What follows belongs to an exercise in optimizing a design on an open flow for small area and a short achievable clock period; a production flow would make more cautious choices.
The RTL was checked by simulation tests, not by an equivalence proof against the original design.
Power and IR drop assume default switching activity.

## pst_brain_core
module pst_brain_core (
  input  logic       clk,
  input  logic       rst,
  input  logic [7:0] cur0,
  input  logic [7:0] cur1,
  input  logic [7:0] cur2,
  input  logic [7:0] cur3,
  output logic [7:0] phase0,
  output logic [7:0] phase1,
  output logic [7:0] phase2,
  output logic [7:0] phase3,
  output logic [2:0] winner,
  output logic [7:0] winner_score,
  output logic [7:0] winner_rel,
  output logic [7:0] w_ab,
  output logic [7:0] w_ac,
  output logic [7:0] w_ad,
  output logic [7:0] w_bc,
  output logic [7:0] w_bd,
  output logic [7:0] w_cd,
  output logic [7:0] seq_slot_A,
  output logic [7:0] seq_slot_B,
  output logic       seq_force_valid,
  output logic [7:0] seq_force_pred,
  output logic [7:0] pred_out,
  output logic [7:0] pred_err,
  output logic       reward_out,
  output logic [2:0] gamma_cnt,
  output logic [2:0] theta_cnt,
  output logic       theta_tick,
  output logic       episode_last,
  output logic [2:0] ep_winner,
  output logic [3:0] ep_strength,
  output logic       ep_valid,
  output logic       exploit_mode,
  output logic       explore_mode,
  output logic [1:0] confidence_level,
  output logic       err_explore,
  output logic       delta_tick,
  output logic [2:0] topic_winner,
  output logic [2:0] topic_strength,
  output logic       topic_valid
);
Size: ~310 flip-flops.
Settings: LEC_CHECK=0, ABC_AREA=1, CAP_MARGIN=20, CORE_MARGIN=2, CORE_UTILIZATION=60, CTS_BUF_LIST=sky130_fd_sc_hd__clkbuf_8, CTS_CLUSTER_DIAMETER=60, CTS_CLUSTER_SIZE=16, SLEW_MARGIN=20; clock period 40.0 ns.
standard.sh (not shown) runs the stock make flow with config.mk's settings and CLKGATE_MAP_FILE= SYNTH_SCRIPT=/design/flow/synth_recipe.tcl, a recipe that flattens the netlist after the stock synthesis.
==> flow/flow/run.sh <==
#!/bin/bash
set -euo pipefail
bash standard.sh BUFFER_PORTS_ARGS="-buffer_cell sky130_fd_sc_hd__buf_1" SETUP_SLACK_MARGIN=30.7 finish > standard.log 2>&1
Edit:
==> flow/flow/run.sh (replaced) <==
#!/bin/bash
# The standard layout with these changes:
# - synthesis maps the logic with the ABC script flow/abc_area.script (an area-recovering
#   mapping) in place of ORFS's abc_area.script; the scripts folder is otherwise ORFS's own,
#   copied unchanged, and synthesis still runs through synth_recipe.tcl;
# - the adder step (extract_fa and its map file) is skipped, so ABC maps adders too;
# - the ports are buffered with buf_1 instead of the delay buffer buffer_ports picks;
# - the timing repair steps aim for a setup slack margin of 30.6 ns, so that they size up the
#   slowest paths.
# The clock constraint (constraint.sdc) is unchanged. Each tool's output is in orfs/logs; make's
# own output goes to standard.log.
set -euo pipefail
here=$(pwd)
rm -rf "$here/scripts_abc"
cp -r "$FLOW_HOME/scripts" "$here/scripts_abc"
cp "$here/flow/abc_area.script" "$here/scripts_abc/abc_area.script"
bash standard.sh SCRIPTS_DIR="$here/scripts_abc" BUFFER_PORTS_ARGS="-buffer_cell sky130_fd_sc_hd__buf_1" ADDER_MAP_FILE= SETUP_SLACK_MARGIN=30.6 finish > standard.log 2>&1
==> flow/flow/abc_area.script (new file) <==
&get -n
&st
&dc2
&dch -f
&nf -R 1000 -p
&st
&dc2
&dch -f
&nf -R 1000 -p
&put
topo
Clock power goes up by about 4%.
Cell area goes down by 15%.
Die area goes down by 15%.
Sequential share of layout area goes up by 5.4 points.
Hold slack gets worse by 0.0088 ns.
Edit:
--- a/flow/flow/run.sh
+++ b/flow/flow/run.sh
@@ -7,4 +7,5 @@
 # - the ports are buffered with buf_1 instead of the delay buffer buffer_ports picks;
-# - the timing repair steps aim for a setup slack margin of 30.6 ns, so that they size up the
-#   slowest paths.
+# - the timing repair steps aim for a setup slack margin of 30.7 ns, so that they size up the
+#   slowest paths;
+# - clock tree synthesis runs with config.mk's CTS settings and without dummy loads.
 # The clock constraint (constraint.sdc) is unchanged. Each tool's output is in orfs/logs; make's
@@ -16,2 +17,2 @@
 cp "$here/flow/abc_area.script" "$here/scripts_abc/abc_area.script"
-bash standard.sh SCRIPTS_DIR="$here/scripts_abc" BUFFER_PORTS_ARGS="-buffer_cell sky130_fd_sc_hd__buf_1" ADDER_MAP_FILE= SETUP_SLACK_MARGIN=30.6 finish > standard.log 2>&1
+bash standard.sh SCRIPTS_DIR="$here/scripts_abc" BUFFER_PORTS_ARGS="-buffer_cell sky130_fd_sc_hd__buf_1" ADDER_MAP_FILE= SETUP_SLACK_MARGIN=30.7 CTS_ARGS="-sink_clustering_enable -repair_clock_nets -sink_clustering_size 16 -sink_clustering_max_diameter 60 -buf_list sky130_fd_sc_hd__clkbuf_8 -dont_use_dummy_load" finish > standard.log 2>&1
CORE_UTILIZATION = 57   (was 60)
The changed run finished with timing, DRC and antenna clean.
Worst hold slack hardly moves.
Synthesized area is unchanged.
Clock power went down by a quarter to a third.
Utilization decreases by 2.3 points.

-- static timing again, ports no longer ideal --
How much do the figures lean on ideal ports? The routed layouts below were timed once more, with nothing changed but the port constraints.
Step 1, drivers: a clkbuf_16 drives clk and a buf_2 each remaining input, both assumed.
Step 2 times the ports against the registers' clock, not the clock port: input delays grow and output delays shrink by t, the midpoint of the rising clock arrivals with the driver on.
Three values: no drivers, after step 1, after step 2; two values: the first two.
| run | shift t [ns] | slack for setup (ns) | worst setup path after step 2 | worst register clock-pin slew, ns |
|---|---|---|---|---|
| the first run | 0.677 | 30.598 / 30.544 / 30.176 | input to register | 0.10 / 0.10 |
| the second run | 0.603 | 30.568 / 30.520 / 30.120 | input to register | 0.10 / 0.10 |
| the third run | 0.616 | 30.612 / 30.563 / 30.154 | input to register | 0.10 / 0.10 |
After both steps every run listed still meets setup and hold. For the third run, which loses most, drivers alone change the setup slack by -0.049 ns; drivers and shift together by -0.458 ns.
